This design comes from an exercise in tuning for small area and a short achievable clock period on the open sky130 flow, not from production work.
Where RTL was checked, it was by simulation tests only, not by an equivalence proof against the original.
For runs 1 and 2, only the layout was checked, not whether the RTL still works.

## design.v

```verilog
module joltage_select_sum #(
  parameter int MAX_K = 12,
  parameter int VAL_W = 40,
  parameter int SUM_W = 64,
  parameter int CNT_W = 32,
  localparam int KW   = $clog2(MAX_K+1)
)(
  input  logic             clk,
  input  logic             rst_n,
  input  logic [KW-1:0]    k_sel,
  input  logic [3:0]       in_digit,
  input  logic             in_last,
  input  logic             in_valid,
  output logic             in_ready,
  input  logic             sum_clr,
  output logic             line_valid,
  output logic [VAL_W-1:0] line_value,
  output logic             line_short,
  output logic [SUM_W-1:0] sum_out,
  output logic [CNT_W-1:0] lines_done,
  output logic [2:0]       error
);
  logic [MAX_K-1:0][3:0] dig, dig_nxt;
  logic [VAL_W-1:0] val;
  logic [KW-1:0]    cnt, k_r;
  logic             live, fin, in_line;
  logic             acc, upd, dig_ok, k_ok, short_l, add_ok;
  logic [MAX_K-1:0] asc, shf;
  logic [VAL_W:0]   add_lo;
  logic [SUM_W-1:0] sum_nxt;
  logic             carry;
  logic [CNT_W-1:0] lines_nxt;
  logic [2:0]       err_set;
  assign in_ready = live && !fin;
  assign acc      = in_valid && in_ready;
  assign dig_ok   = (in_digit <= 4'd9);
  assign upd      = acc && dig_ok;
  assign k_ok     = (k_sel != '0) && (k_sel <= KW'(MAX_K));
  assign short_l  = (cnt < k_r);
  assign add_ok   = fin && !short_l;
  always_comb begin
    asc = '0;
    for (int j = 1; j < MAX_K; j++)
      asc[j] = (KW'(j) < k_r) && (dig[j] < dig[j-1]);
    shf = '0;
    shf[MAX_K-1] = asc[MAX_K-1];
    for (int j = MAX_K-2; j >= 1; j--)
      shf[j] = shf[j+1] | asc[j];
    dig_nxt[0] = (shf[1] || in_digit > dig[0]) ? in_digit : dig[0];
    for (int j = 1; j < MAX_K; j++)
      dig_nxt[j] = shf[j] ? dig[j-1] : dig[j];
  end
  jss_bcd2bin u_conv (.d(dig), .v(val));
  assign line_valid = fin;
  assign line_short = fin && short_l;
  assign line_value = add_ok ? val : '0;
  jss_cpa_bk #(.W(VAL_W+1)) u_add (.a({1'b0, sum_out[VAL_W-1:0]}), .b({1'b0, val}), .s(add_lo));
  always_comb begin
    logic c;
    c = add_lo[VAL_W];
    sum_nxt[VAL_W-1:0] = add_lo[VAL_W-1:0];
    for (int i = VAL_W; i < SUM_W; i++) begin
      sum_nxt[i] = sum_out[i] ^ c;
      c = c & sum_out[i];
    end
    carry = c;
    c = 1'b1;
    for (int i = 0; i < CNT_W; i++) begin
      lines_nxt[i] = lines_done[i] ^ c;
      c = c & lines_done[i];
    end
  end
  assign err_set = {add_ok && carry,
                    (fin && short_l) || (acc && !in_line && !k_ok),
                    acc && !dig_ok};
  always_ff @(posedge clk or negedge rst_n) begin
    if (!rst_n) begin
      live    <= 1'b0;
      fin     <= 1'b0;
      in_line <= 1'b0;
      dig     <= '0;
      cnt     <= '0;
      k_r     <= '0;
    end else begin
      live <= 1'b1;
      fin  <= acc && in_last;
      if (acc) begin
        if (!in_line) k_r <= k_ok ? k_sel : KW'(MAX_K);
        in_line <= !in_last;
      end
      if (upd) begin
        dig <= dig_nxt;
        if (cnt != KW'(MAX_K)) cnt <= cnt + 1'b1;
      end
      if (fin) begin
        dig <= '0;
        cnt <= '0;
      end
    end
  end
  always_ff @(posedge clk or negedge rst_n) begin
    if (!rst_n) begin
      sum_out    <= '0;
      lines_done <= '0;
      error      <= '0;
    end else if (sum_clr) begin
      sum_out    <= '0;
      lines_done <= '0;
      error      <= '0;
    end else begin
      error <= error | err_set;
      if (fin) lines_done <= lines_nxt;
      if (add_ok) sum_out <= sum_nxt;
    end
  end
endmodule
module jss_bcd2bin (input logic [47:0] d, output logic [39:0] v);
  wire w1 = d[0];
  wire w2 = d[1];
  wire w3 = d[4];
  wire w4 = d[2];
  wire w5 = d[5];
  wire w6 = d[8];
  wire w7 = d[3];
  wire w8 = d[6];
  wire w9 = d[4];
  wire w10 = d[9];
  wire w11 = d[12];
  wire w12 = d[10];
  wire w13 = d[13];
  wire w14 = d[16];
  wire w15 = (d[5] | d[7]);
  wire w16 = d[6];
  wire w17 = d[11];
  wire w18 = ~d[8];
  wire w19 = d[14];
  wire w20 = ~d[12];
  wire w21 = d[17];
  wire w22 = d[20];
  wire w23 = d[7];
  wire w24 = d[9];
  wire w25 = d[18];
  wire w26 = d[21];
  wire w27 = d[24];
  wire w28 = (d[13] | d[15]);
  wire w29 = (d[9] ^ d[10]);
  wire w30 = d[8];
  wire w31 = (d[13] ^ d[14]);
  wire w32 = d[19];
  wire w33 = d[22];
  wire w34 = d[20];
  wire w35 = d[25];
  wire w36 = d[28];
  wire w37 = ((~d[12] & ~d[13] & ~d[14] & ~d[15]) | (d[12] & ~d[13] & ~d[14] & ~d[15]));
  wire w38 = ~d[16];
  wire w39 = d[26];
  wire w40 = d[29];
  wire w41 = d[32];
  wire w42 = ((~d[8] & ~d[9] & ~d[10] & ~d[11]) | (d[8] & ~d[9] & ~d[10] & ~d[11]) | (~d[8] & d[9] & ~d[10] & ~d[11]) | (d[8] & d[9] & ~d[10] & ~d[11]) | (~d[8] & d[9] & d[10] & ~d[11]) | (d[8] & d[9] & d[10] & ~d[11]));
  wire w43 = (d[21] | d[23]);
  wire w44 = d[10];
  wire w45 = d[17];
  wire w46 = d[22];
  wire w47 = ~d[20];
  wire w48 = d[27];
  wire w49 = d[24];
  wire w50 = d[30];
  wire w51 = ~d[28];
  wire w52 = d[33];
  wire w53 = d[36];
  wire w54 = d[11];
  wire w55 = d[12];
  wire w56 = (d[17] ^ d[18]);
  wire w57 = d[25];
  wire w58 = d[34];
  wire w59 = d[37];
  wire w60 = d[40];
  wire w61 = (d[21] | d[23]);
  wire w62 = (d[29] | d[31]);
  wire w63 = d[13];
  wire w64 = ((~d[16] & ~d[17] & ~d[18] & ~d[19]) | (d[16] & ~d[17] & ~d[18] & ~d[19]));
  wire w65 = d[16];
  wire w66 = (d[21] ^ d[22]);
  wire w67 = d[20];
  wire w68 = d[26];
  wire w69 = (d[29] ^ d[30]);
  wire w70 = ~d[28];
  wire w71 = d[35];
  wire w72 = d[38];
  wire w73 = d[36];
  wire w74 = d[41];
  wire w75 = d[44];
  wire w76 = d[14];
  wire w77 = d[17];
  wire w78 = d[27];
  wire w79 = d[42];
  wire w80 = d[45];
  wire w81 = ((~d[20] & ~d[21] & ~d[22] & ~d[23]) | (d[20] & ~d[21] & ~d[22] & ~d[23]) | (~d[20] & d[21] & ~d[22] & ~d[23]) | (d[20] & d[21] & ~d[22] & ~d[23]) | (~d[20] & d[21] & d[22] & ~d[23]) | (d[20] & d[21] & d[22] & ~d[23]));
  wire w82 = ((~d[28] & ~d[29] & ~d[30] & ~d[31]) | (d[28] & ~d[29] & ~d[30] & ~d[31]) | (~d[28] & d[29] & ~d[30] & ~d[31]) | (d[28] & d[29] & ~d[30] & ~d[31]) | (~d[28] & d[29] & d[30] & ~d[31]) | (d[28] & d[29] & d[30] & ~d[31]));
  wire w83 = (d[37] | d[39]);
  wire w84 = d[15];
  wire w85 = d[18];
  wire w86 = d[16];
  wire w87 = d[22];
  wire w88 = (d[29] ^ d[30]);
  wire w89 = d[28];
  wire w90 = ~d[32];
  wire w91 = d[38];
  wire w92 = d[43];
  wire w93 = ~d[40];
  wire w94 = d[46];
  wire w95 = ~d[44];
  wire w96 = d[23];
  wire w97 = d[24];
  wire w98 = d[33];
  wire w99 = d[39];
  wire w100 = ~d[36];
  wire w101 = d[41];
  wire w102 = (d[17] | d[19]);
  wire w103 = ((~d[28] & ~d[29] & ~d[30] & ~d[31]) | (d[28] & ~d[29] & ~d[30] & ~d[31]) | (~d[28] & d[29] & ~d[30] & ~d[31]) | (d[28] & d[29] & ~d[30] & ~d[31]) | (~d[28] & d[29] & d[30] & ~d[31]) | (d[28] & d[29] & d[30] & ~d[31]));
  wire w104 = (d[45] | d[47]);
  wire w105 = d[18];
  wire w106 = ~d[20];
  wire w107 = d[25];
  wire w108 = d[30];
  wire w109 = d[28];
  wire w110 = (d[33] ^ d[34]);
  wire w111 = d[37];
  wire w112 = (d[41] ^ d[42]);
  wire w113 = (d[45] ^ d[46]);
  wire w114 = d[19];
  wire w115 = d[21];
  wire w116 = d[26];
  wire w117 = ~d[24];
  wire w118 = ((~d[32] & ~d[33] & ~d[34] & ~d[35]) | (d[32] & ~d[33] & ~d[34] & ~d[35]));
  wire w119 = (d[37] ^ d[38]);
  wire w120 = ~d[36];
  wire w121 = ((~d[40] & ~d[41] & ~d[42] & ~d[43]) | (d[40] & ~d[41] & ~d[42] & ~d[43]));
  wire w122 = ((~d[44] & ~d[45] & ~d[46] & ~d[47]) | (d[44] & ~d[45] & ~d[46] & ~d[47]));
  wire w123 = ~d[44];
  wire w124 = (d[29] | d[31]);
  wire w125 = (d[21] ^ d[22]);
  wire w126 = d[20];
  wire w127 = d[30];
  wire w128 = ~d[32];
  wire w129 = d[45];
  wire w130 = (d[25] | d[27]);
  wire w131 = ((~d[36] & ~d[37] & ~d[38] & ~d[39]) | (d[36] & ~d[37] & ~d[38] & ~d[39]) | (~d[36] & d[37] & ~d[38] & ~d[39]) | (d[36] & d[37] & ~d[38] & ~d[39]) | (~d[36] & d[37] & d[38] & ~d[39]) | (d[36] & d[37] & d[38] & ~d[39]));
  wire w132 = (d[25] ^ d[26]);
  wire w133 = d[31];
  wire w134 = d[33];
  wire w135 = (d[37] ^ d[38]);
  wire w136 = ~d[36];
  wire w137 = ~d[40];
  wire w138 = (d[45] ^ d[46]);
  wire w139 = ((~d[20] & ~d[21] & ~d[22] & ~d[23]) | (d[20] & ~d[21] & ~d[22] & ~d[23]) | (~d[20] & d[21] & ~d[22] & ~d[23]) | (d[20] & d[21] & ~d[22] & ~d[23]) | (~d[20] & d[21] & d[22] & ~d[23]) | (d[20] & d[21] & d[22] & ~d[23]));
  wire w140 = d[22];
  wire w141 = ((~d[24] & ~d[25] & ~d[26] & ~d[27]) | (d[24] & ~d[25] & ~d[26] & ~d[27]));
  wire w142 = ~d[28];
  wire w143 = (d[33] ^ d[34]);
  wire w144 = ~d[32];
  wire w145 = d[41];
  wire w146 = ((~d[44] & ~d[45] & ~d[46] & ~d[47]) | (d[44] & ~d[45] & ~d[46] & ~d[47]));
  wire w147 = ~d[44];
  wire w148 = ((~d[36] & ~d[37] & ~d[38] & ~d[39]) | (d[36] & ~d[37] & ~d[38] & ~d[39]) | (~d[36] & d[37] & ~d[38] & ~d[39]) | (d[36] & d[37] & ~d[38] & ~d[39]) | (~d[36] & d[37] & d[38] & ~d[39]) | (d[36] & d[37] & d[38] & ~d[39]));
  wire w149 = d[23];
  wire w150 = d[24];
  wire w151 = d[29];
  wire w152 = (d[37] ^ d[38]);
  wire w153 = (d[41] ^ d[42]);
  wire w154 = d[40];
  wire w155 = d[45];
  wire w156 = ((~d[32] & ~d[33] & ~d[34] & ~d[35]) | (d[32] & ~d[33] & ~d[34] & ~d[35]) | (~d[32] & d[33] & ~d[34] & ~d[35]) | (d[32] & d[33] & ~d[34] & ~d[35]) | (~d[32] & d[33] & d[34] & ~d[35]) | (d[32] & d[33] & d[34] & ~d[35]));
  wire w157 = d[25];
  wire w158 = (d[29] ^ d[30]);
  wire w159 = d[28];
  wire w160 = (d[33] ^ d[34]);
  wire w161 = ((~d[36] & ~d[37] & ~d[38] & ~d[39]) | (d[36] & ~d[37] & ~d[38] & ~d[39]));
  wire w162 = d[36];
  wire w163 = (d[45] ^ d[46]);
  wire w164 = ((~d[40] & ~d[41] & ~d[42] & ~d[43]) | (d[40] & ~d[41] & ~d[42] & ~d[43]) | (~d[40] & d[41] & ~d[42] & ~d[43]) | (d[40] & d[41] & ~d[42] & ~d[43]) | (~d[40] & d[41] & d[42] & ~d[43]) | (d[40] & d[41] & d[42] & ~d[43]));
  wire w165 = d[26];
  wire w166 = ((~d[32] & ~d[33] & ~d[34] & ~d[35]) | (d[32] & ~d[33] & ~d[34] & ~d[35]));
  wire w167 = d[37];
  wire w168 = d[42];
  wire w169 = ((~d[44] & ~d[45] & ~d[46] & ~d[47]) | (d[44] & ~d[45] & ~d[46] & ~d[47]));
  wire w170 = ((~d[28] & ~d[29] & ~d[30] & ~d[31]) | (d[28] & ~d[29] & ~d[30] & ~d[31]) | (~d[28] & d[29] & ~d[30] & ~d[31]) | (d[28] & d[29] & ~d[30] & ~d[31]) | (~d[28] & d[29] & d[30] & ~d[31]) | (d[28] & d[29] & d[30] & ~d[31]));
  wire w171 = d[27];
  wire w172 = d[30];
  wire w173 = d[28];
  wire w174 = d[38];
  wire w175 = ~d[36];
  wire w176 = d[43];
  wire w177 = d[44];
  wire w178 = d[45];
  wire w179 = (d[29] | d[31]);
  wire w180 = (d[37] | d[39]);
  wire w181 = d[30];
  wire w182 = ~d[32];
  wire w183 = (d[37] ^ d[38]);
  wire w184 = d[46];
  wire w185 = d[31];
  wire w186 = d[33];
  wire w187 = ((~d[36] & ~d[37] & ~d[38] & ~d[39]) | (d[36] & ~d[37] & ~d[38] & ~d[39]));
  wire w188 = ~d[36];
  wire w189 = d[40];
  wire w190 = d[47];
  wire w191 = (d[33] ^ d[34]);
  wire w192 = d[32];
  wire w193 = d[37];
  wire w194 = d[41];
  wire w195 = d[44];
  wire w196 = (d[37] ^ d[38]);
  wire w197 = d[42];
  wire w198 = d[40];
  wire w199 = d[45];
  wire w200 = ((~d[32] & ~d[33] & ~d[34] & ~d[35]) | (d[32] & ~d[33] & ~d[34] & ~d[35]) | (~d[32] & d[33] & ~d[34] & ~d[35]) | (d[32] & d[33] & ~d[34] & ~d[35]) | (~d[32] & d[33] & d[34] & ~d[35]) | (d[32] & d[33] & d[34] & ~d[35]));
  wire w201 = d[34];
  wire w202 = ((~d[36] & ~d[37] & ~d[38] & ~d[39]) | (d[36] & ~d[37] & ~d[38] & ~d[39]));
  wire w203 = d[46];
  wire w204 = (d[41] | d[43]);
  wire w205 = d[35];
  wire w206 = d[36];
  wire w207 = d[42];
  wire w208 = d[40];
  wire w209 = d[47];
  wire w210 = d[44];
  wire w211 = d[37];
  wire w212 = d[45];
  wire w213 = (d[41] | d[43]);
  wire w214 = d[38];
  wire w215 = d[42];
  wire w216 = d[46];
  wire w217 = ~d[44];
  wire w218 = d[39];
  wire w219 = d[43];
  wire w220 = d[40];
  wire w221 = (d[45] | d[47]);
  wire w222 = d[41];
  wire w223 = (d[45] ^ d[46]);
  wire w224 = d[42];
  wire w225 = ((~d[44] & ~d[45] & ~d[46] & ~d[47]) | (d[44] & ~d[45] & ~d[46] & ~d[47]));
  wire w226 = ~d[44];
  wire w227 = d[43];
  wire w228 = d[45];
  wire w229 = (d[45] ^ d[46]);
  wire w230 = d[44];
  wire w231 = ((~d[44] & ~d[45] & ~d[46] & ~d[47]) | (d[44] & ~d[45] & ~d[46] & ~d[47]) | (~d[44] & d[45] & ~d[46] & ~d[47]) | (d[44] & d[45] & ~d[46] & ~d[47]) | (~d[44] & d[45] & d[46] & ~d[47]) | (d[44] & d[45] & d[46] & ~d[47]));
  wire w232 = d[46];
  wire w233 = 1'b1 ^ w75;
  wire w234 = 1'b1 & w75;
  wire w235 = w53 ^ w52;
  wire w236 = w53 & w52;
  wire w237 = w62 ^ w61;
  wire w238 = w62 & w61;
  wire w239 = w233 ^ w74 ^ w73;
  wire w240 = (w233 & w74) | (w233 & w73) | (w74 & w73);
  wire w241 = w72 ^ w71 ^ w70;
  wire w242 = (w72 & w71) | (w72 & w70) | (w71 & w70);
  wire w243 = w69 ^ w68;
  wire w244 = w69 & w68;
  wire w245 = w234 ^ w83 ^ w82;
  wire w246 = (w234 & w83) | (w234 & w82) | (w83 & w82);
  wire w247 = w81 ^ w80;
  wire w248 = w81 & w80;
  wire w249 = 1'b1 ^ w95 ^ w94;
  wire w250 = (1'b1 & w95) | (1'b1 & w94) | (w95 & w94);
  wire w251 = w93 ^ w92 ^ w91;
  wire w252 = (w93 & w92) | (w93 & w91) | (w92 & w91);
  wire w253 = w90 ^ w89 ^ w88;
  wire w254 = (w90 & w89) | (w90 & w88) | (w89 & w88);
  wire w255 = 1'b1 ^ w104 ^ w103;
  wire w256 = (1'b1 & w104) | (1'b1 & w103) | (w104 & w103);
  wire w257 = w102 ^ w101 ^ w100;
  wire w258 = (w102 & w101) | (w102 & w100) | (w101 & w100);
  wire w259 = w113 ^ w112 ^ w111;
  wire w260 = (w113 & w112) | (w113 & w111) | (w112 & w111);
  wire w261 = w124 ^ w123 ^ w122;
  wire w262 = (w124 & w123) | (w124 & w122) | (w123 & w122);
  wire w263 = w121 ^ w120;
  wire w264 = w121 & w120;
  wire w265 = 1'b1 ^ w148;
  wire w266 = 1'b1 & w148;
  wire w267 = w22 ^ w21;
  wire w268 = w22 & w21;
  wire w269 = 1'b1 ^ w28 ^ w27;
  wire w270 = (1'b1 & w28) | (1'b1 & w27) | (w28 & w27);
  wire w271 = 1'b1 ^ w36 ^ w35;
  wire w272 = (1'b1 & w36) | (1'b1 & w35) | (w36 & w35);
  wire w273 = w34 ^ w33 ^ w32;
  wire w274 = (w34 & w33) | (w34 & w32) | (w33 & w32);
  wire w275 = w43 ^ w42 ^ w41;
  wire w276 = (w43 & w42) | (w43 & w41) | (w42 & w41);
  wire w277 = w40 ^ w39;
  wire w278 = w40 & w39;
  wire w279 = w235 ^ w51 ^ w50;
  wire w280 = (w235 & w51) | (w235 & w50) | (w51 & w50);
  wire w281 = w49 ^ w48 ^ w47;
  wire w282 = (w49 & w48) | (w49 & w47) | (w48 & w47);
  wire w283 = w46 ^ w45;
  wire w284 = w46 & w45;
  wire w285 = w236 ^ w237 ^ w60;
  wire w286 = (w236 & w237) | (w236 & w60) | (w237 & w60);
  wire w287 = w59 ^ w58 ^ w57;
  wire w288 = (w59 & w58) | (w59 & w57) | (w58 & w57);
  wire w289 = w56 ^ w55 ^ w54;
  wire w290 = (w56 & w55) | (w56 & w54) | (w55 & w54);
  wire w291 = w238 ^ w243 ^ w241;
  wire w292 = (w238 & w243) | (w238 & w241) | (w243 & w241);
  wire w293 = w239 ^ w67 ^ w66;
  wire w294 = (w239 & w67) | (w239 & w66) | (w67 & w66);
  wire w295 = w65 ^ w64 ^ w63;
  wire w296 = (w65 & w64) | (w65 & w63) | (w64 & w63);
  wire w297 = w244 ^ w242 ^ w240;
  wire w298 = (w244 & w242) | (w244 & w240) | (w242 & w240);
  wire w299 = w247 ^ w245 ^ w79;
  wire w300 = (w247 & w245) | (w247 & w79) | (w245 & w79);
  wire w301 = w78 ^ w77 ^ w76;
  wire w302 = (w78 & w77) | (w78 & w76) | (w77 & w76);
  wire w303 = w248 ^ w246 ^ w253;
  wire w304 = (w248 & w246) | (w248 & w253) | (w246 & w253);
  wire w305 = w251 ^ w249 ^ w87;
  wire w306 = (w251 & w249) | (w251 & w87) | (w249 & w87);
  wire w307 = w86 ^ w85 ^ w84;
  wire w308 = (w86 & w85) | (w86 & w84) | (w85 & w84);
  wire w309 = w254 ^ w252 ^ w250;
  wire w310 = (w254 & w252) | (w254 & w250) | (w252 & w250);
  wire w311 = w257 ^ w255 ^ w99;
  wire w312 = (w257 & w255) | (w257 & w99) | (w255 & w99);
  wire w313 = w98 ^ w97 ^ w96;
  wire w314 = (w98 & w97) | (w98 & w96) | (w97 & w96);
  wire w315 = w258 ^ w256 ^ w259;
  wire w316 = (w258 & w256) | (w258 & w259) | (w256 & w259);
  wire w317 = w110 ^ w109 ^ w108;
  wire w318 = (w110 & w109) | (w110 & w108) | (w109 & w108);
  wire w319 = w107 ^ w106 ^ w105;
  wire w320 = (w107 & w106) | (w107 & w105) | (w106 & w105);
  wire w321 = w260 ^ w263 ^ w261;
  wire w322 = (w260 & w263) | (w260 & w261) | (w263 & w261);
  wire w323 = w119 ^ w118 ^ w117;
  wire w324 = (w119 & w118) | (w119 & w117) | (w118 & w117);
  wire w325 = w116 ^ w115 ^ w114;
  wire w326 = (w116 & w115) | (w116 & w114) | (w115 & w114);
  wire w327 = w264 ^ w262 ^ w131;
  wire w328 = (w264 & w262) | (w264 & w131) | (w262 & w131);
  wire w329 = w130 ^ w129 ^ w128;
  wire w330 = (w130 & w129) | (w130 & w128) | (w129 & w128);
  wire w331 = w127 ^ w126 ^ w125;
  wire w332 = (w127 & w126) | (w127 & w125) | (w126 & w125);
  wire w333 = w139 ^ w138 ^ w137;
  wire w334 = (w139 & w138) | (w139 & w137) | (w138 & w137);
  wire w335 = w136 ^ w135 ^ w134;
  wire w336 = (w136 & w135) | (w136 & w134) | (w135 & w134);
  wire w337 = w133 ^ w132;
  wire w338 = w133 & w132;
  wire w339 = w265 ^ w147 ^ w146;
  wire w340 = (w265 & w147) | (w265 & w146) | (w147 & w146);
  wire w341 = w145 ^ w144 ^ w143;
  wire w342 = (w145 & w144) | (w145 & w143) | (w144 & w143);
  wire w343 = w142 ^ w141 ^ w140;
  wire w344 = (w142 & w141) | (w142 & w140) | (w141 & w140);
  wire w345 = w266 ^ w156 ^ w155;
  wire w346 = (w266 & w156) | (w266 & w155) | (w156 & w155);
  wire w347 = w154 ^ w153 ^ w152;
  wire w348 = (w154 & w153) | (w154 & w152) | (w153 & w152);
  wire w349 = w151 ^ w150 ^ w149;
  wire w350 = (w151 & w150) | (w151 & w149) | (w150 & w149);
  wire w351 = 1'b1 ^ w164 ^ w163;
  wire w352 = (1'b1 & w164) | (1'b1 & w163) | (w164 & w163);
  wire w353 = w162 ^ w161 ^ w160;
  wire w354 = (w162 & w161) | (w162 & w160) | (w161 & w160);
  wire w355 = w159 ^ w158 ^ w157;
  wire w356 = (w159 & w158) | (w159 & w157) | (w158 & w157);
  wire w357 = w170 ^ w169 ^ w168;
  wire w358 = (w170 & w169) | (w170 & w168) | (w169 & w168);
  wire w359 = w167 ^ w166;
  wire w360 = w167 & w166;
  wire w361 = w177 ^ w176 ^ w175;
  wire w362 = (w177 & w176) | (w177 & w175) | (w176 & w175);
  wire w363 = w174 ^ w173;
  wire w364 = w174 & w173;
  wire w365 = 1'b1 ^ w190;
  wire w366 = 1'b1 & w190;
  wire w367 = 1'b1 ^ w210;
  wire w368 = 1'b1 & w210;
  wire w369 = w11 ^ w10;
  wire w370 = w11 & w10;
  wire w371 = w15 ^ w14;
  wire w372 = w15 & w14;
  wire w373 = w267 ^ w20 ^ w19;
  wire w374 = (w267 & w20) | (w267 & w19) | (w20 & w19);
  wire w375 = w18 ^ w17;
  wire w376 = w18 & w17;
  wire w377 = w268 ^ w269 ^ w26;
  wire w378 = (w268 & w269) | (w268 & w26) | (w269 & w26);
  wire w379 = w25 ^ w24 ^ w23;
  wire w380 = (w25 & w24) | (w25 & w23) | (w24 & w23);
  wire w381 = w270 ^ w273 ^ w271;
  wire w382 = (w270 & w273) | (w270 & w271) | (w273 & w271);
  wire w383 = w31 ^ w30 ^ w29;
  wire w384 = (w31 & w30) | (w31 & w29) | (w30 & w29);
  wire w385 = w274 ^ w272 ^ w277;
  wire w386 = (w274 & w272) | (w274 & w277) | (w272 & w277);
  wire w387 = w275 ^ w38 ^ w37;
  wire w388 = (w275 & w38) | (w275 & w37) | (w38 & w37);
  wire w389 = w278 ^ w276 ^ w283;
  wire w390 = (w278 & w276) | (w278 & w283) | (w276 & w283);
  wire w391 = w281 ^ w279 ^ w44;
  wire w392 = (w281 & w279) | (w281 & w44) | (w279 & w44);
  wire w393 = w284 ^ w282 ^ w280;
  wire w394 = (w284 & w282) | (w284 & w280) | (w282 & w280);
  wire w395 = w289 ^ w287 ^ w285;
  wire w396 = (w289 & w287) | (w289 & w285) | (w287 & w285);
  wire w397 = w290 ^ w288 ^ w286;
  wire w398 = (w290 & w288) | (w290 & w286) | (w288 & w286);
  wire w399 = w295 ^ w293 ^ w291;
  wire w400 = (w295 & w293) | (w295 & w291) | (w293 & w291);
  wire w401 = w296 ^ w294 ^ w292;
  wire w402 = (w296 & w294) | (w296 & w292) | (w294 & w292);
  wire w403 = w301 ^ w299 ^ w297;
  wire w404 = (w301 & w299) | (w301 & w297) | (w299 & w297);
  wire w405 = w302 ^ w300 ^ w298;
  wire w406 = (w302 & w300) | (w302 & w298) | (w300 & w298);
  wire w407 = w307 ^ w305 ^ w303;
  wire w408 = (w307 & w305) | (w307 & w303) | (w305 & w303);
  wire w409 = w308 ^ w306 ^ w304;
  wire w410 = (w308 & w306) | (w308 & w304) | (w306 & w304);
  wire w411 = w313 ^ w311 ^ w309;
  wire w412 = (w313 & w311) | (w313 & w309) | (w311 & w309);
  wire w413 = w314 ^ w312 ^ w310;
  wire w414 = (w314 & w312) | (w314 & w310) | (w312 & w310);
  wire w415 = w319 ^ w317 ^ w315;
  wire w416 = (w319 & w317) | (w319 & w315) | (w317 & w315);
  wire w417 = w320 ^ w318 ^ w316;
  wire w418 = (w320 & w318) | (w320 & w316) | (w318 & w316);
  wire w419 = w325 ^ w323 ^ w321;
  wire w420 = (w325 & w323) | (w325 & w321) | (w323 & w321);
  wire w421 = w326 ^ w324 ^ w322;
  wire w422 = (w326 & w324) | (w326 & w322) | (w324 & w322);
  wire w423 = w331 ^ w329 ^ w327;
  wire w424 = (w331 & w329) | (w331 & w327) | (w329 & w327);
  wire w425 = w332 ^ w330 ^ w328;
  wire w426 = (w332 & w330) | (w332 & w328) | (w330 & w328);
  wire w427 = w337 ^ w335 ^ w333;
  wire w428 = (w337 & w335) | (w337 & w333) | (w335 & w333);
  wire w429 = w338 ^ w336 ^ w334;
  wire w430 = (w338 & w336) | (w338 & w334) | (w336 & w334);
  wire w431 = w343 ^ w341 ^ w339;
  wire w432 = (w343 & w341) | (w343 & w339) | (w341 & w339);
  wire w433 = w344 ^ w342 ^ w340;
  wire w434 = (w344 & w342) | (w344 & w340) | (w342 & w340);
  wire w435 = w349 ^ w347 ^ w345;
  wire w436 = (w349 & w347) | (w349 & w345) | (w347 & w345);
  wire w437 = w350 ^ w348 ^ w346;
  wire w438 = (w350 & w348) | (w350 & w346) | (w348 & w346);
  wire w439 = w355 ^ w353 ^ w351;
  wire w440 = (w355 & w353) | (w355 & w351) | (w353 & w351);
  wire w441 = w356 ^ w354 ^ w352;
  wire w442 = (w356 & w354) | (w356 & w352) | (w354 & w352);
  wire w443 = w359 ^ w357 ^ w165;
  wire w444 = (w359 & w357) | (w359 & w165) | (w357 & w165);
  wire w445 = w360 ^ w358 ^ w363;
  wire w446 = (w360 & w358) | (w360 & w363) | (w358 & w363);
  wire w447 = w361 ^ w172 ^ w171;
  wire w448 = (w361 & w172) | (w361 & w171) | (w172 & w171);
  wire w449 = w364 ^ w362 ^ w180;
  wire w450 = (w364 & w362) | (w364 & w180) | (w362 & w180);
  wire w451 = w179 ^ w178;
  wire w452 = w179 & w178;
  wire w453 = w184 ^ w183 ^ w182;
  wire w454 = (w184 & w183) | (w184 & w182) | (w183 & w182);
  wire w455 = w365 ^ w189 ^ w188;
  wire w456 = (w365 & w189) | (w365 & w188) | (w189 & w188);
  wire w457 = w187 ^ w186;
  wire w458 = w187 & w186;
  wire w459 = w366 ^ w195 ^ w194;
  wire w460 = (w366 & w195) | (w366 & w194) | (w195 & w194);
  wire w461 = w193 ^ w192 ^ w191;
  wire w462 = (w193 & w192) | (w193 & w191) | (w192 & w191);
  wire w463 = w200 ^ w199 ^ w198;
  wire w464 = (w200 & w199) | (w200 & w198) | (w199 & w198);
  wire w465 = w197 ^ w196;
  wire w466 = w197 & w196;
  wire w467 = w204 ^ w203 ^ w202;
  wire w468 = (w204 & w203) | (w204 & w202) | (w203 & w202);
  wire w469 = w367 ^ w209 ^ w208;
  wire w470 = (w367 & w209) | (w367 & w208) | (w209 & w208);
  wire w471 = w207 ^ w206;
  wire w472 = w207 & w206;
  wire w473 = w368 ^ 1'b1 ^ w213;
  wire w474 = (w368 & 1'b1) | (w368 & w213) | (1'b1 & w213);
  wire w475 = w212 ^ w211;
  wire w476 = w212 & w211;
  wire w477 = w217 ^ w216 ^ w215;
  wire w478 = (w217 & w216) | (w217 & w215) | (w216 & w215);
  wire w479 = 1'b1 ^ w221 ^ w220;
  wire w480 = (1'b1 & w221) | (1'b1 & w220) | (w221 & w220);
  wire w481 = w369 ^ w9;
  wire w482 = w369 & w9;
  wire w483 = w370 ^ w371 ^ w13;
  wire w484 = (w370 & w371) | (w370 & w13) | (w371 & w13);
  wire w485 = w372 ^ w375 ^ w373;
  wire w486 = (w372 & w375) | (w372 & w373) | (w375 & w373);
  wire w487 = w376 ^ w374 ^ w379;
  wire w488 = (w376 & w374) | (w376 & w379) | (w374 & w379);
  wire w489 = w380 ^ w378 ^ w383;
  wire w490 = (w380 & w378) | (w380 & w383) | (w378 & w383);
  wire w491 = w384 ^ w382 ^ w387;
  wire w492 = (w384 & w382) | (w384 & w387) | (w382 & w387);
  wire w493 = w388 ^ w386 ^ w391;
  wire w494 = (w388 & w386) | (w388 & w391) | (w386 & w391);
  wire w495 = w392 ^ w390 ^ w395;
  wire w496 = (w392 & w390) | (w392 & w395) | (w390 & w395);
  wire w497 = w396 ^ w394 ^ w399;
  wire w498 = (w396 & w394) | (w396 & w399) | (w394 & w399);
  wire w499 = w400 ^ w398 ^ w403;
  wire w500 = (w400 & w398) | (w400 & w403) | (w398 & w403);
  wire w501 = w404 ^ w402 ^ w407;
  wire w502 = (w404 & w402) | (w404 & w407) | (w402 & w407);
  wire w503 = w408 ^ w406 ^ w411;
  wire w504 = (w408 & w406) | (w408 & w411) | (w406 & w411);
  wire w505 = w412 ^ w410 ^ w415;
  wire w506 = (w412 & w410) | (w412 & w415) | (w410 & w415);
  wire w507 = w416 ^ w414 ^ w419;
  wire w508 = (w416 & w414) | (w416 & w419) | (w414 & w419);
  wire w509 = w420 ^ w418 ^ w423;
  wire w510 = (w420 & w418) | (w420 & w423) | (w418 & w423);
  wire w511 = w424 ^ w422 ^ w427;
  wire w512 = (w424 & w422) | (w424 & w427) | (w422 & w427);
  wire w513 = w428 ^ w426 ^ w431;
  wire w514 = (w428 & w426) | (w428 & w431) | (w426 & w431);
  wire w515 = w432 ^ w430 ^ w435;
  wire w516 = (w432 & w430) | (w432 & w435) | (w430 & w435);
  wire w517 = w436 ^ w434 ^ w439;
  wire w518 = (w436 & w434) | (w436 & w439) | (w434 & w439);
  wire w519 = w440 ^ w438 ^ w443;
  wire w520 = (w440 & w438) | (w440 & w443) | (w438 & w443);
  wire w521 = w444 ^ w442 ^ w447;
  wire w522 = (w444 & w442) | (w444 & w447) | (w442 & w447);
  wire w523 = w448 ^ w446 ^ w451;
  wire w524 = (w448 & w446) | (w448 & w451) | (w446 & w451);
  wire w525 = w452 ^ w450 ^ w453;
  wire w526 = (w452 & w450) | (w452 & w453) | (w450 & w453);
  wire w527 = w454 ^ w457 ^ w455;
  wire w528 = (w454 & w457) | (w454 & w455) | (w457 & w455);
  wire w529 = w458 ^ w456 ^ w461;
  wire w530 = (w458 & w456) | (w458 & w461) | (w456 & w461);
  wire w531 = w462 ^ w460 ^ w465;
  wire w532 = (w462 & w460) | (w462 & w465) | (w460 & w465);
  wire w533 = w466 ^ w464 ^ w467;
  wire w534 = (w466 & w464) | (w466 & w467) | (w464 & w467);
  wire w535 = w468 ^ w471 ^ w469;
  wire w536 = (w468 & w471) | (w468 & w469) | (w471 & w469);
  wire w537 = w472 ^ w470 ^ w475;
  wire w538 = (w472 & w470) | (w472 & w475) | (w470 & w475);
  wire w539 = w476 ^ w474 ^ w477;
  wire w540 = (w476 & w474) | (w476 & w477) | (w474 & w477);
  wire w541 = w478 ^ w479 ^ w219;
  wire w542 = (w478 & w479) | (w478 & w219) | (w479 & w219);
  wire w543 = w480 ^ 1'b1 ^ w223;
  wire w544 = (w480 & 1'b1) | (w480 & w223) | (1'b1 & w223);
  wire w545 = 1'b1 ^ w226 ^ w225;
  wire w546 = (1'b1 & w226) | (1'b1 & w225) | (w226 & w225);
  wire w547 = w6 ^ w5;
  wire w548 = w6 & w5;
  wire w549 = w481 ^ w8 ^ w7;
  wire w550 = (w481 & w8) | (w481 & w7) | (w8 & w7);
  wire w551 = w482 ^ w483 ^ w12;
  wire w552 = (w482 & w483) | (w482 & w12) | (w483 & w12);
  wire w553 = w484 ^ w485 ^ w16;
  wire w554 = (w484 & w485) | (w484 & w16) | (w485 & w16);
  wire w555 = w486 ^ w487 ^ w377;
  wire w556 = (w486 & w487) | (w486 & w377) | (w487 & w377);
  wire w557 = w488 ^ w489 ^ w381;
  wire w558 = (w488 & w489) | (w488 & w381) | (w489 & w381);
  wire w559 = w490 ^ w491 ^ w385;
  wire w560 = (w490 & w491) | (w490 & w385) | (w491 & w385);
  wire w561 = w492 ^ w493 ^ w389;
  wire w562 = (w492 & w493) | (w492 & w389) | (w493 & w389);
  wire w563 = w494 ^ w495 ^ w393;
  wire w564 = (w494 & w495) | (w494 & w393) | (w495 & w393);
  wire w565 = w496 ^ w497 ^ w397;
  wire w566 = (w496 & w497) | (w496 & w397) | (w497 & w397);
  wire w567 = w498 ^ w499 ^ w401;
  wire w568 = (w498 & w499) | (w498 & w401) | (w499 & w401);
  wire w569 = w500 ^ w501 ^ w405;
  wire w570 = (w500 & w501) | (w500 & w405) | (w501 & w405);
  wire w571 = w502 ^ w503 ^ w409;
  wire w572 = (w502 & w503) | (w502 & w409) | (w503 & w409);
  wire w573 = w504 ^ w505 ^ w413;
  wire w574 = (w504 & w505) | (w504 & w413) | (w505 & w413);
  wire w575 = w506 ^ w507 ^ w417;
  wire w576 = (w506 & w507) | (w506 & w417) | (w507 & w417);
  wire w577 = w508 ^ w509 ^ w421;
  wire w578 = (w508 & w509) | (w508 & w421) | (w509 & w421);
  wire w579 = w510 ^ w511 ^ w425;
  wire w580 = (w510 & w511) | (w510 & w425) | (w511 & w425);
  wire w581 = w512 ^ w513 ^ w429;
  wire w582 = (w512 & w513) | (w512 & w429) | (w513 & w429);
  wire w583 = w514 ^ w515 ^ w433;
  wire w584 = (w514 & w515) | (w514 & w433) | (w515 & w433);
  wire w585 = w516 ^ w517 ^ w437;
  wire w586 = (w516 & w517) | (w516 & w437) | (w517 & w437);
  wire w587 = w518 ^ w519 ^ w441;
  wire w588 = (w518 & w519) | (w518 & w441) | (w519 & w441);
  wire w589 = w520 ^ w521 ^ w445;
  wire w590 = (w520 & w521) | (w520 & w445) | (w521 & w445);
  wire w591 = w522 ^ w523 ^ w449;
  wire w592 = (w522 & w523) | (w522 & w449) | (w523 & w449);
  wire w593 = w524 ^ w525 ^ w181;
  wire w594 = (w524 & w525) | (w524 & w181) | (w525 & w181);
  wire w595 = w526 ^ w527 ^ w185;
  wire w596 = (w526 & w527) | (w526 & w185) | (w527 & w185);
  wire w597 = w528 ^ w529 ^ w459;
  wire w598 = (w528 & w529) | (w528 & w459) | (w529 & w459);
  wire w599 = w530 ^ w531 ^ w463;
  wire w600 = (w530 & w531) | (w530 & w463) | (w531 & w463);
  wire w601 = w532 ^ w533 ^ w201;
  wire w602 = (w532 & w533) | (w532 & w201) | (w533 & w201);
  wire w603 = w534 ^ w535 ^ w205;
  wire w604 = (w534 & w535) | (w534 & w205) | (w535 & w205);
  wire w605 = w536 ^ w537 ^ w473;
  wire w606 = (w536 & w537) | (w536 & w473) | (w537 & w473);
  wire w607 = w538 ^ w539 ^ w214;
  wire w608 = (w538 & w539) | (w538 & w214) | (w539 & w214);
  wire w609 = w540 ^ w541 ^ w218;
  wire w610 = (w540 & w541) | (w540 & w218) | (w541 & w218);
  wire w611 = w542 ^ w543 ^ w222;
  wire w612 = (w542 & w543) | (w542 & w222) | (w543 & w222);
  wire w613 = w544 ^ w545 ^ w224;
  wire w614 = (w544 & w545) | (w544 & w224) | (w545 & w224);
  wire w615 = w546 ^ w228 ^ w227;
  wire w616 = (w546 & w228) | (w546 & w227) | (w228 & w227);
  wire w617 = 1'b1 ^ w230 ^ w229;
  wire w618 = (1'b1 & w230) | (1'b1 & w229) | (w230 & w229);
  wire [39:0] ra = {w232, w231, w617, w615, w613, w611, w609, w607, w605, w603, w601, w599, w597, w595, w593, w591, w589, w587, w585, w583, w581, w579, w577, w575, w573, w571, w569, w567, w565, w563, w561, w559, w557, w555, w553, w551, w549, w4, w2, w1};
  wire [39:0] rb = {1'b1, w618, w616, w614, w612, w610, w608, w606, w604, w602, w600, w598, w596, w594, w592, w590, w588, w586, w584, w582, w580, w578, w576, w574, w572, w570, w568, w566, w564, w562, w560, w558, w556, w554, w552, w550, w548, w547, w3, 1'b0};
  jss_cpa_sklansky #(.W(40)) u_cpa (.a(ra), .b(rb), .s(v));
endmodule
module jss_cpa_sklansky #(parameter int W = 40) (input logic [W-1:0] a, b, output logic [W-1:0] s);
  localparam int L = $clog2(W);
  logic [W-1:0] g [0:L];
  logic [W-1:0] p [0:L];
  always_comb begin
    g[0] = a & b; p[0] = a ^ b;
    for (int l = 0; l < L; l++)
      for (int i = 0; i < W; i++)
        if ((i >> l) & 1) begin
          g[l+1][i] = g[l][i] | (p[l][i] & g[l][((i >> l) << l) - 1]);
          p[l+1][i] = p[l][i] & p[l][((i >> l) << l) - 1];
        end else begin
          g[l+1][i] = g[l][i]; p[l+1][i] = p[l][i];
        end
    s[0] = p[0][0];
    for (int i = 1; i < W; i++) s[i] = p[0][i] ^ g[L][i-1];
  end
endmodule
module jss_cpa_ripple #(parameter int W = 40) (input logic [W-1:0] a, b, output logic [W-1:0] s);
  logic [W:0] c;
  always_comb begin
    c[0] = 1'b0;
    for (int i = 0; i < W; i++) begin
      s[i] = a[i] ^ b[i] ^ c[i];
      c[i+1] = (a[i] & b[i]) | (a[i] & c[i]) | (b[i] & c[i]);
    end
  end
endmodule
module jss_cpa_bk #(parameter int W = 40) (input logic [W-1:0] a, b, output logic [W-1:0] s);
  localparam int L = $clog2(W);
  logic [W-1:0] g, p;
  always_comb begin
    g = a & b; p = a ^ b;
    for (int l = 0; l < L; l++)
      for (int i = 0; i < W; i++)
        if (((i + 1) % (2 << l)) == 0) begin
          g[i] = g[i] | (p[i] & g[i - (1 << l)]);
          p[i] = p[i] & p[i - (1 << l)];
        end
    for (int l = L - 1; l >= 0; l--)
      for (int i = 0; i < W; i++)
        if (((i + 1) % (2 << l)) == (1 << l) && i >= (2 << l) + (1 << l) - 1) begin
          g[i] = g[i] | (p[i] & g[i - (1 << l)]);
          p[i] = p[i] & p[i - (1 << l)];
        end
    s[0] = a[0] ^ b[0];
    for (int i = 1; i < W; i++) s[i] = a[i] ^ b[i] ^ g[i-1];
  end
endmodule
```

## run.sh

```bash
#!/bin/bash
# synth_recipe.tcl (not shown) runs the flow's synth.tcl, then flattens the netlist and writes it again
# the make line also repeats each setting of config.mk as NAME=value (left out here)
make -C /OpenROAD-flow-scripts/flow DESIGN_CONFIG=/design/flow/config.mk WORK_HOME=/design/flow/orfs CLKGATE_MAP_FILE= SYNTH_SCRIPT=/design/flow/synth_recipe.tcl finish
```

## config.mk

```make
export PLATFORM = sky130hd
export DESIGN_NAME = joltage_select_sum
export DESIGN_NICKNAME = joltage_select_sum
export VERILOG_FILES = /design/flow/design.v
export SDC_FILE = /design/flow/constraint.sdc
export NUM_CORES = 4
export LEC_CHECK = 0
export CAP_MARGIN = 20
export CORE_MARGIN = 2
export CORE_UTILIZATION = 40
export SLEW_MARGIN = 20
```

## constraint.sdc

```tcl
create_clock -name core_clock -period 9.0 [get_ports {clk}]
set_input_delay 1.8000 -clock core_clock [delete_from_list [all_inputs] [get_ports {clk}]]
set_output_delay 1.8000 -clock core_clock [all_outputs]
set_load 0.01 [all_outputs]
```

==> results of run 1 <==
## cells in the final DEF, fill, tap and decap left out, types with 17 or more instances in the layout
cell             instances
a211oi_1                25
a21o_1                  42
a21oi_1                 87
a21oi_2                 18
and2_1                  25
buf_4                  284
clkbuf_16               17
clkdlybuf4s50_1        152
dfrtp_1                148
fa_1                   181
ha_1                   178
ha_4                    30
inv_1                  252
mux2i_1                 52
nand2_1                148
nand2b_1                18
nand3_1                 29
nor2_1                 106
o21ai_0                 46
xnor2_1                 34
## timing repair
action / CTS / global route
pin swaps: 26 / 35
cloned: 0 / 0
setup buffers: 6 / 3
resized for setup: 27 / 27
endpoints found under the setup margin: 13 / 14
## worst max-delay path: cells and delay by family (launching register included)
family / cells / cell delay [ps]
simple gates: 2 / 210
xor+xnor: 2 / 360
buf+inv: 6 / 300
fa+ha+maj: 31 / 6650
compound gates: 13 / 2320
flops: 1 / 440
## how the worst min path moves through the flow
stage                         from                   to  slack, ps  cells past startpoint
5_1_grt        in_line$_DFFE_PN0P_  in_line$_DFFE_PN0P_        520                      2
2_1_floorplan  in_line$_DFFE_PN0P_  in_line$_DFFE_PN0P_        470                      2
6_report       in_line$_DFFE_PN0P_  in_line$_DFFE_PN0P_        500                      2
3_3_place_gp   in_line$_DFFE_PN0P_  in_line$_DFFE_PN0P_        480                      2
3_5_place_dp   in_line$_DFFE_PN0P_  in_line$_DFFE_PN0P_        490                      2
4_1_cts        in_line$_DFFE_PN0P_  in_line$_DFFE_PN0P_        510                      2
## layout make-up
cell class	instances	area [µm²]	area share
multi-input combinational	1198	11690	0.5426
sequential	158	3966	0.1840
timing repair buffer	439	3696	0.1715
inverter	265	1002	0.04650
tap	525	656.9	0.03048
clock buffer	25	505.5	0.02345
clock inverter	5	32.53	0.001509
## sequential cells by signal (all words and copies together), names as in the netlist
register    flops
sum_out        64
dig            48
lines_done     32
cnt             4
k_r             4
error           3
fin             1
in_line         1
live            1
## routing by layer
| layer | up-vias | track usage |
|---|---|---|
| met3 | 32 | 0.03723 |
| met5 | - | 0 |
| met1 | 6405 | 0.3245 |
| met2 | 233 | 0.3491 |
| met4 | 0 | 0.05139 |
| li1 | 6318 | - |
## per-stage QoR
stage	cell area [µm²]
3_5_place_dp	20700
5_1_grt	21550
2_1_floorplan	16620
6_report	21550
3_3_place_gp	20700
4_1_cts	21420
## logic make-up (layout without fill, tap and decap cells)
| kind of cell | Yosys count | after routing | synth area share |
|---|---|---|---|
| compound gates | 294 | 294 | 0.1165 |
| xor+xnor | 57 | 57 | 0.03088 |
| fa+ha+maj | 391 | 391 | 0.3875 |
| buf+inv | 316 | 734 | 0.07367 |
| flops | 158 | 158 | 0.2445 |
| mux | 55 | 55 | 0.03428 |
| other cells | 1 | 1 | 0.0002319 |
| simple gates | 400 | 400 | 0.1124 |
==> run summary, run 1 <==
ant diodes 0; Max Fanout on Critical Path 5; FF-to-FF Start dig[46]$_DFFE_PN0P_; # rows 73; DIE HEIGHT 205.1 µm; num ports 155; Final WS setup -1414 ps; Met3 Wirelength 1897 µm; Detailed Place HPWL 36530 µm; SO Viols setup timing; Worst path most repeated cell ha_4; Synth Flop Type dfrtp_1; CTS sink count 158; Mapped Cells 1672; Cell variety after synth 62; Post-synth EDFFs 0; Place WS -1695 ps; routed length per placed instance 17.16 µm; DRC 0; Reg-to-Reg End sum_out[63]$_DFFE_PN0P_; fmax 96.03 MHz; GRT Overall Usage 0.2235; Slew Viols, Final 0; Max Cap Viol 0; Setup Crit Path Kind register to register; Initial Util 0.4060; Non-Filler Instances 2615; top-area cell type share of the netlist area 0.2445; ranking of synthesized cells by area dfrtp_1, fa_1, ha_1; GRT overflow 0; largest net degree at the start of global routing 100; worst reg-to-reg path cell count 54; setup_tns -8682 ps; CP max stage cell fa_1; clk slew on worst S/H paths 60 ps; Max-slew headroom 0.3528; most frequent cell after synthesis inv_1; Syn Std Cell Area 16170 µm²; critical path arrival 10790 ps; DP Cell Count 2576; PortBufs 154; CTS tree done; Via-to-Cell Ratio 4.967; First-pass DRT Iterations 5; Critical Path Sink sum_out[63]$_DFFE_PN0P_; status failed layout checks; first-pass GRT wire length 72790 µm; final wirelength 44880 µm; Fin Hold WS 498.3 ps; Final Hold Viols 0; leading area contributor after synthesis dfrtp_1; fin crit share 1.157; die span in x 205.1 µm; Critical Path RT 9370 ps; routability-driven placement congestion ratio 0.9040; synth warn 5; sequential fraction of the synthesis area 0.2445; Crit. End Element register; Max Clock Skew 17.60 ps; Post-Syn Area per Cell 9.671 µm²; H-tree Lvls 4; Num CTS Buffers 17; R2R Setup Slk -1410 ps; Layout Utilization 0.5412; vias in the first global route 13410; Synth top cells by count inv_1, ha_1, fa_1; Post-DRT Antenna Nets 0; initial antenna violation count 0; Root Buffer clkbuf_16; RSZ-0062 raised after global routing yes; Worst-Margin Slew 970.9 ps; met2 WL post-DR 20250 µm; Skew-Pair Late Insertion Delay 460 ps; Core ar. 39820 µm²; Hold Path Class register to register; min cycle time layout 10410 ps; # setup viols final 11; 1st-iter DRT viols 613; proportion of layout cells with a drive suffix above 1 0.2096; Area Overhead vs Synth 33.30%; CP max stage delay 510 ps; Worst Setup SP dig[46]$_DFFE_PN0P_; fillers 3605; Final Net Count 2483; Yosys reg bits 158; Metal-1 WL 22080 µm; Hold-fix buffers, CTS 0; Syn Nets 2076; async set-reset flop share out of synthesis 1.000; DR vias 12990; DIE AREA 42050 µm²; uppermost layer routed met4; Longest Clk Path Bufs 2; Setup crit start kind register
==> run 2, diff against run 1 <==
--- a/config.mk
+++ b/config.mk
@@ -7,5 +7,6 @@
 export LEC_CHECK = 0
 export CAP_MARGIN = 20
 export CORE_MARGIN = 2
-export CORE_UTILIZATION = 40
+export CORE_UTILIZATION = 60
+export SETUP_SLACK_MARGIN = 3
 export SLEW_MARGIN = 20
==> run 2 against run 1 <==
Compared with the run above: still fails the layout checks on setup timing; clock skew shrank 1.9 ps; synthesized cell count is the same; via count grew 13%; register-to-register slack lost 510 ps; setup slack lost 510 ps; non-clock buffer count grew 61; fmax shrank 4.7%; utilization grew 32 points; critical endpoint unchanged; largest cell class unchanged; highest routed layer unchanged.
==> run summary, run 2 <==
vias in the first global route 15030; Crit. End Element register; Core ar. 26730 µm²; DP Cell Count 2396; Yosys reg bits 158; routability-driven placement congestion ratio 0.9565; Max Clock Skew 15.72 ps; top-area cell type share of the netlist area 0.2445; Place WS -1643 ps; CP max stage delay 550 ps; Worst path depth 53; initial antenna violation count 1; Initial Util 0.6050; Longest Clk Path Bufs 2; DR vias 14700; Post-synth EDFFs 0; most common cell after layout, fill and taps aside buf_4; sequential fraction of the synthesis area 0.2445; CP max stage cell fa_2; placed inst area 20740 µm²; min cycle time layout 10930 ps; synth warn 5; Max-slew headroom 0.2338; largest net degree at the start of global routing 100; hold path cells 2; Synth Flop Type dfrtp_1; Syn Nets 2076; proportion of layout cells with a drive suffix above 1 0.3330; FF-to-FF Start dig[30]$_DFFE_PN0P_; First-pass DRT Iterations 5; min-delay src error[0]$_DFF_PN0_; PortBufs 154; leading area contributor after synthesis dfrtp_1; die span in x 168.2 µm; 1st-iter DRT viols 1100; Fin Hold WS 521.7 ps; Layout Utilization 0.8646; ranking of synthesized cells by area dfrtp_1, fa_1, ha_1; fmax 91.53 MHz; status failed layout checks; Non-Filler Instances 2495; Detailed Place HPWL 37610 µm; Worst Setup SP dig[30]$_DFFE_PN0P_; CTS tree done; Biggest register sum_out; DRC 0; clk slew on worst S/H paths 80 ps; num ports 155; most frequent cells in the layout buf_4, inv_1, fa_1; routed length per placed instance 22.33 µm; Num CTS Buffers 17; Max Cap Viol 0; Top delay family on crit path adder cells; Critical Path RT 9370 ps; SO Viols setup timing; Worst-Margin Slew 1149 ps; final wirelength 55710 µm; DIE HEIGHT 168.2 µm; critical path arrival 11290 ps; Worst path most repeated cell ha_4; Root Buffer clkbuf_16; Top Registers sum_out: 64 flops, dig: 48 flops, lines_done: 32 flops; Setup crit start kind register; GRT overflow 0; Setup Crit Path Kind register to register; Skew-Pair Late Insertion Delay 460 ps; crit path buf inv count 6; Syn Std Cell Area 16170 µm²; DIE AREA 28280 µm²; Via-to-Cell Ratio 5.891; Hold Path Class register to register; Max Fanout on Critical Path 5; Final Net Count 2544; Synth top cells by count inv_1, ha_1, fa_1; Mapped Cells 1672; RSZ-0062 raised after global routing yes; most frequent cell after synthesis inv_1; # rows 60; async set-reset flop share out of synthesis 1.000; worst reg-to-reg path cell count 53; max reg flops 64; Cell variety after synth 62; Post-Syn Area per Cell 9.671 µm²; GRT Overall Usage 0.3665; CTS sink count 158; first-pass GRT wire length 79600 µm; Area Overhead vs Synth 42.91%; Design Area, Final 23110 µm²; # setup viols final 14; Post-DRT Antenna Nets 0; Final WS setup -1926 ps; fin crit share 1.214; Slew Viols, Final 0; H-tree Lvls 4; Final Hold Viols 0
-- run 2: worst paths after layout --
kind                                           end  slack (ps)
max reg2reg                sum_out[63]$_DFFE_PN0P_       -1930
max in group asynchronous      dig[46]$_DFFE_PN0P_        6110
max                        sum_out[63]$_DFFE_PN0P_       -1930
min reg2reg                     error[0]$_DFF_PN0_         520
min                             error[0]$_DFF_PN0_         520
min in group asynchronous  sum_out[47]$_DFFE_PN0P_        1440
-- run 2: cell families after synthesis --
family	synth area share
flops	0.2445
fa+ha+maj	0.3875
compound gates	0.1165
xor+xnor	0.03088
buf+inv	0.07367
other cells	0.0002319
simple gates	0.1124
mux	0.03428
-- run 2: worst reg2reg max path: cells and delay by family, from the launching register on --
family          cells  cell delay (ps)
compound gates     11             2040
flops               1              460
fa+ha+maj          32             7460
simple gates        4              400
buf+inv             6              460
-- run 2: area by class of cell --
type                       count  area (µm²)
sequential                   158        3968
inverter                     265        1010
clock inverter                15       176.4
tap                          341       426.7
clock buffer                  17       425.4
multi-input combinational   1198       12790
antenna                        1       2.502
timing repair buffer         500        4308
fill                        1363        3618
-- run 2: stage by stage --
stage | TNS (ps)
3_3_place_gp | -9284
6_report | -15200
3_5_place_dp | -11370
2_1_floorplan | -7359
5_1_grt | -18380
4_1_cts | -8978
-- run 2: timing repair --
action | 4_1_cts | 5_1_grt
hold buffers | 0 | 0
pin swaps | 94 | 64
hold endpoints to repair | 0 | 0
resized for setup | 305 | 136
setup buffers | 40 | 26
setup endpoints to repair | 89 | 91
-- run 2: per-layer routing --
metal / vias up / part of all wire / GRT usage
li1: 6457 / - / -
met1: 7310 / 0.37 / 0.4560
met2: 698 / 0.50 / 0.6225
met3: 233 / 0.075 / 0.08392
met4: 0 / 0.058 / 0.1492
met5: - / 0 / 0
==> run 3, diff against run 2 <==
--- a/design.v
+++ b/design.v
@@ -21,7 +21,7 @@
   output logic [2:0]       error
 );
   logic [MAX_K-1:0][3:0] dig, dig_nxt;
-  logic [VAL_W-1:0] val;
+  logic [VAL_W-1:0] val, val_nxt;
   logic [KW-1:0]    cnt, k_r;
   logic             live, fin, in_line;
   logic             acc, upd, dig_ok, k_ok, short_l, add_ok;
@@ -50,7 +50,7 @@
     for (int j = 1; j < MAX_K; j++)
       dig_nxt[j] = shf[j] ? dig[j-1] : dig[j];
   end
-  jss_bcd2bin u_conv (.d(dig), .v(val));
+  jss_bcd2bin u_conv (.d(dig_nxt), .v(val_nxt));
   assign line_valid = fin;
   assign line_short = fin && short_l;
   assign line_value = add_ok ? val : '0;
@@ -98,6 +98,8 @@
       end
     end
   end
+  always_ff @(posedge clk)
+    if (upd) val <= val_nxt;
   always_ff @(posedge clk or negedge rst_n) begin
     if (!rst_n) begin
       sum_out    <= '0;
--- a/config.mk
+++ b/config.mk
@@ -7,6 +7,5 @@
 export LEC_CHECK = 0
 export CAP_MARGIN = 20
 export CORE_MARGIN = 2
-export CORE_UTILIZATION = 60
-export SETUP_SLACK_MARGIN = 3
+export CORE_UTILIZATION = 40
 export SLEW_MARGIN = 20
==> run 3 against run 2 <==
Compared with the run above: setup slack improved by 2700 ps; the run now finishes clean; highest routed layer unchanged; critical path type unchanged.
==> run summary, run 3 <==
status complete, no violations; vias in the first global route 13930; async set-reset flop share out of synthesis 0.7980; Design Area, Final 21010 µm²; RSZ-0062 raised after global routing no; Place WS 862.7 ps; Mapped Cells 1807; First-pass DRT Iterations 5; Longest Clk Path Bufs 2; met2 global-route usage 0.3419; proportion of layout cells with a drive suffix above 1 0.04548; num ports 155; Max Clock Skew 23.58 ps; most common cell after layout, fill and taps aside inv_1; Non-Filler Instances 2557; GRT busiest layer met2; DR vias 13170; Initial Util 0.4023; Core ar. 45090 µm²; Max Fanout on Critical Path 11; DRC 0; CTS tree done; Via-to-Cell Ratio 5.152; # Post-CTS Setup Buffers 0; placed inst area 20370 µm²; DIE HEIGHT 217.0 µm; Top Registers sum_out: 64 flops, dig: 48 flops, val: 40 flops; routed length per placed instance 17.85 µm; Cell variety after synth 67; DP Cell Count 2525; Worst-Margin Slew 1050 ps; Synth Flop Type dfrtp_1; GRT Overall Usage 0.2040; routability-driven placement congestion ratio 0.9353; DIE AREA 47070 µm²; die span in x 217.0 µm; 1st-iter DRT viols 806; most frequent cells in the layout inv_1, ha_1, fa_1; Max-slew headroom 0.3000; Post-DRT Antenna Nets 0; GRT overflow 0; Area Overhead vs Synth 15.80%; Top delay family on crit path adder cells; final wirelength 45630 µm; top-area cell type share of the netlist area 0.2180; # rows 78; CP max stage delay 590 ps; Final Net Count 2347; CP max stage cell a2111o_1; Root Buffer clkbuf_16; Detailed Place HPWL 35970 µm; critical path arrival 8400 ps; # setup viols final 0; Slew Viols, Final 0; sequential fraction of the synthesis area 0.2842; Syn Std Cell Area 18140 µm²; H-tree Lvls 4; met3 Use GR 0.03131; Critical Path RT 9200 ps; Setup crit start kind register; setup_tns 0 ps; min cycle time layout 8201 ps; most frequent cell after synthesis inv_1; ranking of synthesized cells by area dfrtp_1, fa_1, ha_1; Post-Syn Area per Cell 10.04 µm²; Yosys reg bits 198; Max Cap Viol 0; Synth top cells by count inv_1, ha_1, fa_1; Final Hold Viols 0; first-pass GRT wire length 75880 µm; crit path buf inv count 5; fin crit share 0.9112; PortBufs 154; leading area contributor after synthesis dfrtp_1; Final WS setup 798.8 ps; Worst path most repeated cell fa_1; Hold Path Class register to register; Biggest register sum_out; synth warn 5; Syn Nets 2210; Skew-Pair Late Insertion Delay 470 ps; largest net degree at the start of global routing 112; CTS sink count 198; Num CTS Buffers 17; Hold-fix buffers, CTS 0; clk slew on worst S/H paths 90 ps; Crit. End Element register; met1 usage 0.2726; Post-synth EDFFs 40; Fin Hold WS 498.3 ps; post-cts sizing count 0; ant diodes 0; initial antenna violation count 0; max reg flops 64; Setup Crit Path Kind register to register; fmax 121.9 MHz
-- run 3: cell types whose count changed in the layout (fill, tap and decap cells not counted), sizes merged, moves of 11 or more --
cell / change
and2: +22
a32o: +12
o21ai: +22
nand2: -23
a22o: +11
buf: -355
edfxtp: +40
a21o: +19
clkdlybuf4s50: +35
or3: +13
inv: +29
nand3: -19
-- run 3: final cells by class --
class	instances	area (µm²)
repair buffers	177	1717
inverters	294	1106
flip-flops and latches	198	5156
multi-input cells	1256	11650
clock buffers	20	478.0
well taps	600	750.7
clock inverters	12	150.1
fillers	4212	24080
-- run 3: kinds of logic after synthesis --
kind of cell	synth area share
muxes	0.04111
and+or+nand+nor	0.1046
AOI/OAI and AO/OA	0.1201
other	0.0002067
DFF	0.2842
buffers and inverters	0.07422
adders and majority gates	0.3447
xor gates and xnor gates	0.03090
-- run 3: routing by layer --
metal / up-vias / routed length (µm)
li1: 6267 / -
met1: 6561 / 20770
met2: 278 / 21790
met3: 67 / 1910
met4: 0 / 1161
met5: - / 0
-- run 3: worst register-to-register path: stages (launching register included) --
cell       delay (ps)
dfrtp_1           420
inv_1              70
ha_1              280
a21o_1            150
a21o_1            170
a2111o_1          590
and4_1            430
a21oi_1           220
a21o_1            180
inv_1             140
a21boi_0          450
fa_1              540
fa_1              510
fa_1              410
inv_1              90
fa_1              410
fa_1              510
inv_1              40
ha_1              350
nand3_1           110
or3_1             380
nor3_1            440
o2111ai_1         260
nand2_1           180
inv_1              70
fa_1              380
xnor2_1           150
-- run 3: path summary, 6_finish.rpt --
path | endpoint | cells past startpoint | from | slack [ps]
max | val[33]$_DFFE_PP_ | 26 | dig[41]$_DFFE_PN0P_ | 800
min | error[0]$_DFF_PN0_ | 2 | error[0]$_DFF_PN0_ | 500
max reg2reg | val[33]$_DFFE_PP_ | 26 | dig[41]$_DFFE_PN0P_ | 800
min reg2reg | error[0]$_DFF_PN0_ | 2 | error[0]$_DFF_PN0_ | 500
max in group asynchronous | fin$_DFF_PN0_ | 2 | rst_n | 6120
min in group asynchronous | lines_done[13]$_DFFE_PN0P_ | 1 | rst_n | 1370
-- run 3: metrics by stage --
step	util
after floorplan	-
after global routing	0.4659
after detailed placement	0.4519
final	0.4659
after CTS	0.4658
after global placement	0.4519

[port drivers added, routing unchanged]
How much do the figures lean on ideal ports? The routed layouts below were timed once more, with nothing changed but the port constraints. Step 1 sets driving cells, clkbuf_16 on the clock port and buf_2 on the other inputs (assumed; they add their load-dependent delay and slew). Step 2 moves the port delays by t, midway between the first and last clock arrival at a register: inputs arrive t later, outputs are due t later. That takes back most of the time a late clock gives input paths. Three values: ideal ports, drivers, drivers and shift; two values: the first two.
run | t (ns) | setup WS [ns] | worst setup path after step 2 | worst register clock-pin slew, ns | cell pins on the clock port's net
run 1 | 0.496 | -1.414 / -1.414 / -1.414 | register to register | 0.07 / 0.07 | 1
run 2 | 0.507 | -1.926 / -1.926 / -1.926 | register to register | 0.08 / 0.08 | 1
run 3 | 0.510 | 0.799 / 0.799 / 0.799 | register to register | 0.09 / 0.09 | 1
